What follows belongs to an exercise in optimizing a design on an open flow for small area and a short achievable clock period; a production flow would make more cautious choices. The RTL was checked by simulation tests, not by an equivalence proof against the original design.

Design varcic_mc, start of the top module:
module varcic_mc #(
  parameter int STAGES    = 5,
  parameter int IN_WIDTH  = 18,
  parameter int OUT_WIDTH = 18,
  parameter int ACC_WIDTH = 48,
  parameter int CHANNELS  = 2
) (
  input  logic                          clock,
  input  logic                          reset,
  input  logic [5:0]                    decimation,
  input  logic [5:0]                    out_shift,
  input  logic                          in_strobe,
  input  logic [CHANNELS*IN_WIDTH-1:0]  in_data,
  output logic                          out_strobe,
  output logic [CHANNELS*OUT_WIDTH-1:0] out_data,
  output logic                          overflow
);
For scale: roughly 89 I/O pins, about 88000 sq um of cells after synthesis.
export LEC_CHECK = 0
export CAP_MARGIN = 20
export CORE_MARGIN = 2
export CORE_UTILIZATION = 55
export CTS_BUF_LIST = sky130_fd_sc_hd__clkbuf_16
export CTS_CLUSTER_DIAMETER = 80
export CTS_CLUSTER_SIZE = 24
export SLEW_MARGIN = 20
export SYNTH_HIERARCHICAL = 1
export SYNTH_MINIMUM_KEEP_SIZE = 0
create_clock -name core_clock -period 16.0 [get_ports {clock}]
standard.sh (not shown) runs the stock make flow with config.mk's settings and CLKGATE_MAP_FILE= SYNTH_SCRIPT=/design/flow/synth_recipe.tcl, a recipe that flattens the netlist after the stock synthesis.
==> flow/flow/run.sh <==
#!/bin/bash
set -euo pipefail
export SETUP_SLACK_MARGIN=11.3
export BUFFER_PORTS_ARGS="-buffer_cell sky130_fd_sc_hd__buf_4"
bash standard.sh > standard_flow.log 2>&1
Rerun with:
Settings changed: CTS_CLUSTER_DIAMETER 80 to 100, CTS_CLUSTER_SIZE 24 to 30.
After rerunning: Hold slack improved by 0.0059 ns. Final area drops by 2.1%. Register-to-register slack stays flat. Routed wire length shrinks by 0.52%. Cell count shrinks by 0.89%. Area after synthesis stays the same. Setup slack gains 0.0055 ns. Via count fell by 0.80%.
Rerun with:
--- a/flow/flow/run.sh
+++ b/flow/flow/run.sh
@@ -3 +3 @@
-export SETUP_SLACK_MARGIN=11.3
+export SETUP_SLACK_MARGIN=11.6
Settings changed: CTS_BUF_LIST sky130_fd_sc_hd__clkbuf_16 to sky130_fd_sc_hd__clkbuf_8, CTS_CLUSTER_DIAMETER 100 to not set, CTS_CLUSTER_SIZE 30 to not set.
Outcome:
- via count goes up by 3.2%
- cell area increases by 4.7%
- worst setup slack gets worse by 0.017 ns
- core utilization is higher by 2.9 points
- synthesized area is unchanged
- hold slack degrades by 0.038 ns
- clock-buffer cell count is higher by 205
Rerun with:
--- a/flow/flow/run.sh
+++ b/flow/flow/run.sh
@@ -3 +3 @@
-export SETUP_SLACK_MARGIN=11.6
+export SETUP_SLACK_MARGIN=11.3
Final area falls slightly.
Hold slack gains 0.026 ns.
Synthesized area is unchanged.
Setup slack barely changes.
Utilization drops by 1.0 points.
Die area stays the same.
First-iteration DRC count goes up by a few percent.
Fmax is about the same.
Sequential share of layout area rose by 0.57 points.

---

Another version of the RTL of varcic_mc (not shown whole).
For scale: about 1300 flip-flops, ~88000 um^2 of cells after synthesis.
clock: 16.0 ns
lec_check: 0
cap_margin: 20
core_margin: 2
core_utilization: 55
cts_buf_list: sky130_fd_sc_hd__clkbuf_16
cts_cluster_diameter: 90
cts_cluster_size: 27
slew_margin: 20
synth_hierarchical: 1
synth_minimum_keep_size: 0
==> flow/flow/run.sh <==
#!/bin/bash
set -euo pipefail
export SETUP_SLACK_MARGIN=11.3
export BUFFER_PORTS_ARGS="-buffer_cell sky130_fd_sc_hd__buf_4"
bash standard.sh > standard_flow.log 2>&1
The first run ran to the end with no violations.
Change:
--- a/flow/flow/run.sh
+++ b/flow/flow/run.sh
@@ -3 +3 @@
-export SETUP_SLACK_MARGIN=11.3
+export SETUP_SLACK_MARGIN=11.8
After rerunning: Utilization came out higher by 0.92 points. Worst setup slack gains 50 ps. Via count came out higher by 1.3%. Non-clock buffer count came out higher by 40. Worst hold slack loses 5.6 ps.
Change:
--- a/flow/flow/run.sh
+++ b/flow/flow/run.sh
@@ -3 +3 @@
-export SETUP_SLACK_MARGIN=11.8
+export SETUP_SLACK_MARGIN=11.6
--- a/flow/config.mk
+++ b/flow/config.mk
@@ -13,0 +14 @@
+export GPL_ROUTABILITY_DRIVEN = 0
Result:
- The changed run finished with timing, DRC and antenna clean
- clock skew goes down by 7.8 ps
- core utilization goes down by 0.27 points
- global-route usage goes down by 1.2 points
- synthesized area does not change
- die area stays the same

---

Setup of v36:
varcic_mc again, from the RTL that the note above started with.
// varcic_mc
module varcic_mc #(
  parameter int STAGES    = 5,
  parameter int IN_WIDTH  = 18,
  parameter int OUT_WIDTH = 18,
  parameter int ACC_WIDTH = 48,
  parameter int CHANNELS  = 2
) (
  input  logic                          clock,
  input  logic                          reset,
  input  logic [5:0]                    decimation,
  input  logic [5:0]                    out_shift,
  input  logic                          in_strobe,
  input  logic [CHANNELS*IN_WIDTH-1:0]  in_data,
  output logic                          out_strobe,
  output logic [CHANNELS*OUT_WIDTH-1:0] out_data,
  output logic                          overflow
);
export LEC_CHECK = 0
export CAP_MARGIN = 20
export CORE_MARGIN = 2
export CORE_UTILIZATION = 55
export CTS_BUF_LIST = sky130_fd_sc_hd__clkbuf_16
export CTS_CLUSTER_DIAMETER = 80
export CTS_CLUSTER_SIZE = 24
export SLEW_MARGIN = 20
export SYNTH_HIERARCHICAL = 1
export SYNTH_MINIMUM_KEEP_SIZE = 0
create_clock -name core_clock -period 16.0 [get_ports {clock}]
==> flow/flow/run.sh <==
#!/bin/bash
set -euo pipefail
export SETUP_SLACK_MARGIN=11.3
export BUFFER_PORTS_ARGS="-buffer_cell sky130_fd_sc_hd__buf_4"
bash standard.sh > standard_flow.log 2>&1
## Diff of input files: v47 against v36
Settings: changing CTS_CLUSTER_SIZE from 24 to 27; changing CTS_CLUSTER_DIAMETER from 80 to 90.
diff --git a/flow/flow/run.sh b/flow/flow/run.sh
--- a/flow/flow/run.sh
+++ b/flow/flow/run.sh
@@ -3 +3 @@
-export SETUP_SLACK_MARGIN=11.3
+export SETUP_SLACK_MARGIN=11.6
==> comparison <==
On hold slack, v47 and v36 are basically level.
STATUS register-to-register slack: v47 wins against v36
In terms of combined flip-flop and latch cell area, v47 and v36 differ only marginally.
v47 improves on v36 in time the worst path needs with I/O delays and setup.
First-pass GRT wire length ended up about 3% higher on v47 than on v36.
Between v47 and v36, the difference in number of fill cells in the layout is negligible.
Diff v36 -> v47: number of buffers created by CTS lost about 15%; sequential share of layout area neither gained nor lost much.
Inputs modified between v47 and v11:
Settings: swapping 55 for 50 in CORE_UTILIZATION.
diff --git a/flow/flow/run.sh b/flow/flow/run.sh
--- a/flow/flow/run.sh
+++ b/flow/flow/run.sh
@@ -3 +3 @@
-export SETUP_SLACK_MARGIN=11.6
+export SETUP_SLACK_MARGIN=11.45
--- outcome ---
v11 completed; timing, DRC and antenna clean. Final critical-path required period, v11 and v47, higher one = v47. From v11 to v47, final setup violation count did not move at all. v11 against v47: met3 track utilization from global routing lost 0.79 points, detailed-route via count lost 428. Between v47 and v11, the share of cell area taken by flip-flops and latches figures differ only marginally. Against v47 as the reference, v11 delivers a lower quantity of gates resized following cts. met1 wire length in v11 is 470 µm higher than in v47. Summary: with v47 as the reference, layout filler cell count in v11 moved up by more than 10%.
## Diff of input files: v55 against v11
Settings: setting PLACE_DENSITY to 0.7 for the first time; changing CORE_UTILIZATION from 50 to 55.
## What came out
v55 did not stop at any stage, and its layout met the timing, DRC and antenna checks. v55 vs. v11: cell area after placement went down, horizontal extent of the die went down, worst hold slack across all endpoints went down. For v11, the worst setup path endpoint was out_data_r[23], unlike v55, where it was out_data_r[31].

---

Starting RTL as in the previous note.
==> flow/config.mk <==
export PLATFORM = sky130hd
export DESIGN_NAME = varcic_mc
export DESIGN_NICKNAME = varcic_mc
export VERILOG_FILES = /design/flow/design.v
export SDC_FILE = /design/flow/constraint.sdc
export NUM_CORES = 4
export LEC_CHECK = 0
export CAP_MARGIN = 20
export CORE_MARGIN = 2
export CORE_UTILIZATION = 55
export CTS_BUF_LIST = sky130_fd_sc_hd__clkbuf_16
export CTS_CLUSTER_DIAMETER = 90
export CTS_CLUSTER_SIZE = 27
export GPL_ROUTABILITY_DRIVEN = 0
export SLEW_MARGIN = 20
export SYNTH_HIERARCHICAL = 1
export SYNTH_MINIMUM_KEEP_SIZE = 0
==> flow/constraint.sdc <==
create_clock -name core_clock -period 16.0 [get_ports {clock}]
set_input_delay 3.2000 -clock core_clock [delete_from_list [all_inputs] [get_ports {clock}]]
set_output_delay 3.2000 -clock core_clock [all_outputs]
set_load 0.01 [all_outputs]
==> flow/flow/run.sh <==
#!/bin/bash
set -euo pipefail
export SETUP_SLACK_MARGIN=11.45
export BUFFER_PORTS_ARGS="-buffer_cell sky130_fd_sc_hd__buf_4"
bash standard.sh > standard_flow.log 2>&1
The baseline completed with no timing, DRC or antenna violations.
==> next run, changes <==
==> flow/flow/run.sh (replaced) <==
#!/bin/bash
set -euo pipefail
export SETUP_SLACK_MARGIN=11.2
export BUFFER_PORTS_ARGS="-buffer_cell sky130_fd_sc_hd__buf_4"
bash standard.sh > standard_flow.log 2>&1
Settings changed: CTS_CLUSTER_DIAMETER 90 to 80, CTS_CLUSTER_SIZE 27 to 24, GPL_ROUTABILITY_DRIVEN 0 to not set.
After rerunning:
- worst hold slack improves by 0.014 ns
- cell area came out higher by 1.4%
- maximum frequency came out lower by 1.9%
- wire length came out higher by 3.8%

---

The RTL this note starts from:
==> flow/design.v <==
module varcic_mc #(
  parameter int STAGES    = 5,
  parameter int IN_WIDTH  = 18,
  parameter int OUT_WIDTH = 18,
  parameter int ACC_WIDTH = 48,
  parameter int CHANNELS  = 2
) (
  input  logic                          clock,
  input  logic                          reset,
  input  logic [5:0]                    decimation,
  input  logic [5:0]                    out_shift,
  input  logic                          in_strobe,
  input  logic [CHANNELS*IN_WIDTH-1:0]  in_data,
  output logic                          out_strobe,
  output logic [CHANNELS*OUT_WIDTH-1:0] out_data,
  output logic                          overflow
);
  localparam int W = ACC_WIDTH;
  logic [5:0]   dec_eff;
  logic [5:0]   r_lat;
  logic         r_one;
  logic [5:0]   cnt;
  logic [5:0]   s_cur;
  logic [4:0]   s_lat;
  logic [W-1:0] k_rnd;
  logic [29:0]  s_mask;
  logic         dec_change;
  logic         clr;
  logic         comb_strobe;
  logic [2:0]   flush_cnt;
  logic         flush_done;
  logic         out_en;
  logic [W-1:0] ias [CHANNELS];      
  logic [W-1:0] iac [CHANNELS];      
  logic [W-1:0] ih  [CHANNELS][4];   
  logic [W-1:0] ch  [CHANNELS][5];   
  logic [W-1:0] gs  [CHANNELS];
  logic [W-1:0] gc  [CHANNELS];
  logic [W-1:0] ia_bin [CHANNELS];
  logic [W-1:0] nas [CHANNELS];
  logic [W-1:0] nac [CHANNELS];
  logic [W-1:0] ngs [CHANNELS];
  logic [W-1:0] ngc [CHANNELS];
  logic [W-1:0] c_rnd [CHANNELS];
  logic [OUT_WIDTH-1:0] sat_val [CHANNELS];
  logic [CHANNELS-1:0]  sat_hit;
  logic                          out_strobe_r;
  logic [CHANNELS*OUT_WIDTH-1:0] out_data_r;
  logic                          overflow_r;
  assign dec_eff    = (decimation == 6'd0) ? 6'd1 : decimation;
  assign dec_change = (dec_eff != r_lat);
  assign clr        = reset | dec_change;
  assign s_cur      = (out_shift > 6'd30) ? 6'd30 : out_shift;
  assign flush_done = (flush_cnt == 3'd5);
  assign out_en     = comb_strobe & flush_done & ~clr;
  assign out_strobe = out_strobe_r;
  assign out_data   = out_data_r;
  assign overflow   = overflow_r;
  always_comb begin
    k_rnd = '0;
    if (s_cur != 6'd0) k_rnd[s_cur - 6'd1] = 1'b1;
  end
  function automatic logic [2*W-1:0] csa(input logic [W-1:0] a, input logic [W-1:0] b,
                                         input logic [W-1:0] d, input logic cin);
    logic [W-1:0] s, c;
    s = a ^ b ^ d;
    c = {(a[W-2:0] & b[W-2:0]) | (a[W-2:0] & d[W-2:0]) | (b[W-2:0] & d[W-2:0]), cin};
    csa = {c, s};
  endfunction
  always_comb begin
    for (int k = 0; k < CHANNELS; k++) begin
      logic [W-1:0] x;
      logic [W-1:0] s1, c1, s2, c2, ws, wc, s4, c4, s5, c5, s6, c6;
      logic [W-1:0] p1, q1, vs, vc, t3s, t3c, t4s, t4c, hs, hc, ga, gb;
      logic [W-1:0] u1s, u1c, u2s, u2c;
      x = {{(W - IN_WIDTH){in_data[k*IN_WIDTH + IN_WIDTH - 1]}}, in_data[k*IN_WIDTH +: IN_WIDTH]};
      {c1, s1} = csa(ias[k], iac[k], ~ih[k][2], 1'b1);
      {c2, s2} = csa(s1, c1, {ih[k][1][W-2:0], 1'b0}, 1'b0);
      {wc, ws} = csa(s2, c2, {~ih[k][0][W-2:0], 1'b1}, 1'b1);
      {c4, s4} = csa(ws, wc, {ws[W-3:0], 2'b00}, 1'b0);
      {c5, s5} = csa(s4, c4, {wc[W-3:0], 2'b00}, 1'b0);
      {c6, s6} = csa(s5, c5, ih[k][3], 1'b0);
      {nac[k], nas[k]} = csa(s6, c6, x, 1'b0);
      ia_bin[k] = ias[k] + iac[k];
      {q1, p1}   = csa(ch[k][3], ~ch[k][0], {ch[k][1][W-2:0], 1'b0}, 1'b1);
      {vc, vs}   = csa(p1, q1, {~ch[k][2][W-2:0], 1'b1}, 1'b1);
      {t3c, t3s} = csa(vs, vc, {vs[W-3:0], 2'b00}, 1'b0);
      {t4c, t4s} = csa(t3s, t3c, {vc[W-3:0], 2'b00}, 1'b0);
      {hc, hs}   = csa(t4s, t4c, ~ch[k][4], 1'b1);
      ga = r_one ? x : hs;
      gb = r_one ? '0 : hc;
      {ngc[k], ngs[k]} = csa(ga, gb, k_rnd, 1'b0);
      {u1c, u1s} = csa(ias[k], iac[k], gs[k], 1'b0);
      {u2c, u2s} = csa(u1s, u1c, gc[k], 1'b0);
      c_rnd[k] = u2s + u2c;
    end
  end
  always_comb begin
    s_mask = '0;
    for (int j = 0; j < 30; j++) s_mask[j] = (5'(j) >= s_lat);
  end
  always_comb begin
    for (int k = 0; k < CHANNELS; k++) begin
      logic [W-1:0] sh;
      logic [29:0]  diff;
      logic         same;
      sh = c_rnd[k] >> s_lat;
      for (int j = 0; j < 30; j++) diff[j] = c_rnd[k][j+17] ^ c_rnd[k][j+18];
      same = ~|(diff & s_mask);
      sat_hit[k] = ~same;
      sat_val[k] = same ? sh[OUT_WIDTH-1:0] : {c_rnd[k][W-1], {(OUT_WIDTH-1){~c_rnd[k][W-1]}}};
    end
  end
  always_ff @(posedge clock) begin
    s_lat       <= s_cur[4:0];
    r_lat       <= dec_eff;
    r_one       <= (dec_eff == 6'd1);
    comb_strobe <= 1'b0;
    if (clr) begin
      cnt <= 6'd0;
    end else if (in_strobe) begin
      if (cnt == r_lat - 6'd1) begin
        cnt         <= 6'd0;
        comb_strobe <= 1'b1;
      end else begin
        cnt <= cnt + 6'd1;
      end
    end
    if (clr) begin
      flush_cnt <= 3'd0;
    end else if (comb_strobe && !flush_done) begin
      flush_cnt <= flush_cnt + 3'd1;
    end
    out_strobe_r <= out_en;
    if (reset) begin
      out_data_r <= '0;
      overflow_r <= 1'b0;
    end else if (out_en) begin
      for (int k = 0; k < CHANNELS; k++) begin
        out_data_r[k*OUT_WIDTH +: OUT_WIDTH] <= sat_val[k];
      end
      if (|sat_hit) overflow_r <= 1'b1;
    end
  end
  always_ff @(posedge clock) begin
    for (int k = 0; k < CHANNELS; k++) begin
      gs[k] <= ngs[k];
      gc[k] <= ngc[k];
      if (in_strobe) begin
        ias[k]   <= r_one ? '0 : nas[k];
        iac[k]   <= r_one ? '0 : nac[k];
        ih[k][0] <= ia_bin[k];
        for (int i = 1; i < 4; i++) ih[k][i] <= ih[k][i-1];
      end
      if (comb_strobe) begin
        ch[k][0] <= ia_bin[k];
        for (int i = 1; i < 5; i++) ch[k][i] <= ch[k][i-1];
      end
    end
  end
endmodule
Settings: LEC_CHECK=0, CAP_MARGIN=20, CORE_MARGIN=2, CORE_UTILIZATION=40, SETUP_SLACK_MARGIN=5, SLEW_MARGIN=20; clock period 16.0 ns.
run.sh (not shown) runs the stock make flow with config.mk's settings and CLKGATE_MAP_FILE= SYNTH_SCRIPT=/design/flow/synth_recipe.tcl, a recipe that flattens the netlist after the stock synthesis.
Stock flow here: none of the scripts above is used.
Then changed:
==> flow/flow/run.sh (new file) <==
#!/bin/bash
set -euo pipefail
export SETUP_SLACK_MARGIN=11
bash standard.sh > standard_flow.log 2>&1
==> flow/standard.sh (new file) <==
#!/bin/bash
# synth_recipe.tcl (not shown) runs the flow's synth.tcl, then flattens the netlist and writes it again
# the make line also repeats each setting of config.mk as NAME=value (left out here)
make -C /OpenROAD-flow-scripts/flow DESIGN_CONFIG=/design/flow/config.mk WORK_HOME=/design/flow/orfs CLKGATE_MAP_FILE= SYNTH_SCRIPT=/design/flow/synth_recipe.tcl "${@:-finish}"
- SETUP_SLACK_MARGIN: 5 -> not set
removed: flow/run.sh
After rerunning:
- flip-flop and latch count does not change
- final cell count came out higher by 1.9%
- routed wire length shrinks by 3.0%
- clock skew is about the same
- fmax goes up by 30%
Then changed:
- CORE_UTILIZATION: 40 -> 60
- CTS_BUF_LIST: not set -> sky130_fd_sc_hd__clkbuf_8
Result: The changed run produced a clean layout; utilization climbs by 22 points; setup slack got worse by 0.16 ns; sequential share of layout area climbs by 0.72 points; clock skew climbs by 0.025 ns.
Then changed:
==> flow/flow/run.sh (replaced) <==
#!/bin/bash
set -euo pipefail
export SETUP_SLACK_MARGIN=12
bash standard.sh > standard_flow.log 2>&1
- CTS_BUF_LIST: sky130_fd_sc_hd__clkbuf_8 -> not set
After rerunning: The changed run passed the timing, DRC and antenna checks; die area is unchanged; cell area climbs by about 5%; hold slack loses 0.0037 ns; clock-buffer cell count drops by 29; worst setup slack gains 0.012 ns.

## separate check: timing with driven ports
The flow's constraints put no driver on any port. The routed layouts listed below were extracted and timed again, unchanged, in two steps.
Step 1 assumes that a clkbuf_16 drives the clock port and a buf_2 every other input.
Step 2, shift: input delay + t, output delay - t, t = (earliest + latest rising clock arrival at the registers) / 2. This alone moves slack from input paths to output paths.
Slacks: ideal ports / drivers / drivers and shift; pairs: ideal ports / drivers.
run | t, ns | setup slack, ns | slew at the worst register clock pin (ns) | worst data-port slew with drivers (ns) | cell pins on the clock port's net
the first run of note 1 | 0.832 | 11.182 / 11.182 / 10.672 | 0.10 / 0.10 | 0.14 | 1
the second run of note 1 | 0.804 | 11.188 / 11.188 / 10.669 | 0.12 / 0.12 | 0.13 | 1
the third run of note 1 | 1.054 | 11.170 / 11.170 / 10.637 | 0.07 / 0.07 | 0.10 | 1
the fourth run of note 1 | 1.050 | 11.170 / 11.155 / 10.373 | 0.07 / 0.07 | 0.13 | 1
the first run of note 2 | 0.797 | 11.156 / 11.156 / 10.553 | 0.11 / 0.11 | 0.21 | 1
the second run of note 2 | 0.793 | 11.205 / 11.205 / 10.625 | 0.11 / 0.11 | 0.08 | 1
the third run of note 2 | 0.801 | 11.220 / 11.220 / 10.679 | 0.11 / 0.11 | 0.08 | 1
v36 | 0.805 | 11.173 / 11.173 / 10.511 | 0.10 / 0.10 | 0.22 | 1
v47 | 0.814 | 11.190 / 11.190 / 10.556 | 0.11 / 0.11 | 0.08 | 1
v11 | 0.792 | 11.218 / 11.218 / 10.498 | 0.11 / 0.11 | 0.17 | 1
v55 | 0.780 | 11.125 / 11.125 / 10.615 | 0.11 / 0.11 | 0.09 | 1
the first run of note 4 | 0.792 | 11.229 / 11.229 / 10.597 | 0.12 / 0.12 | 0.09 | 1
the second run of note 4 | 0.818 | 11.137 / 11.137 / 10.541 | 0.10 / 0.10 | 0.09 | 1
the first run of note 5 | 0.903 | 8.929 / 8.994 / 8.091 | 0.07 / 0.07 | 0.19 | 1
the second run of note 5 | 0.899 | 10.578 / 10.578 / 9.774 | 0.07 / 0.07 | 0.20 | 1
the third run of note 5 | 1.026 | 10.421 / 10.421 / 9.693 | 0.09 / 0.09 | 0.06 | 1
the fourth run of note 5 | 0.859 | 10.433 / 10.433 / 9.860 | 0.07 / 0.07 | 0.14 | 1
After both steps every run listed still meets setup and hold. The setup slack of the first run of note 5, which loses most, moves by +0.065 ns with the drivers and by -0.838 ns with both steps.
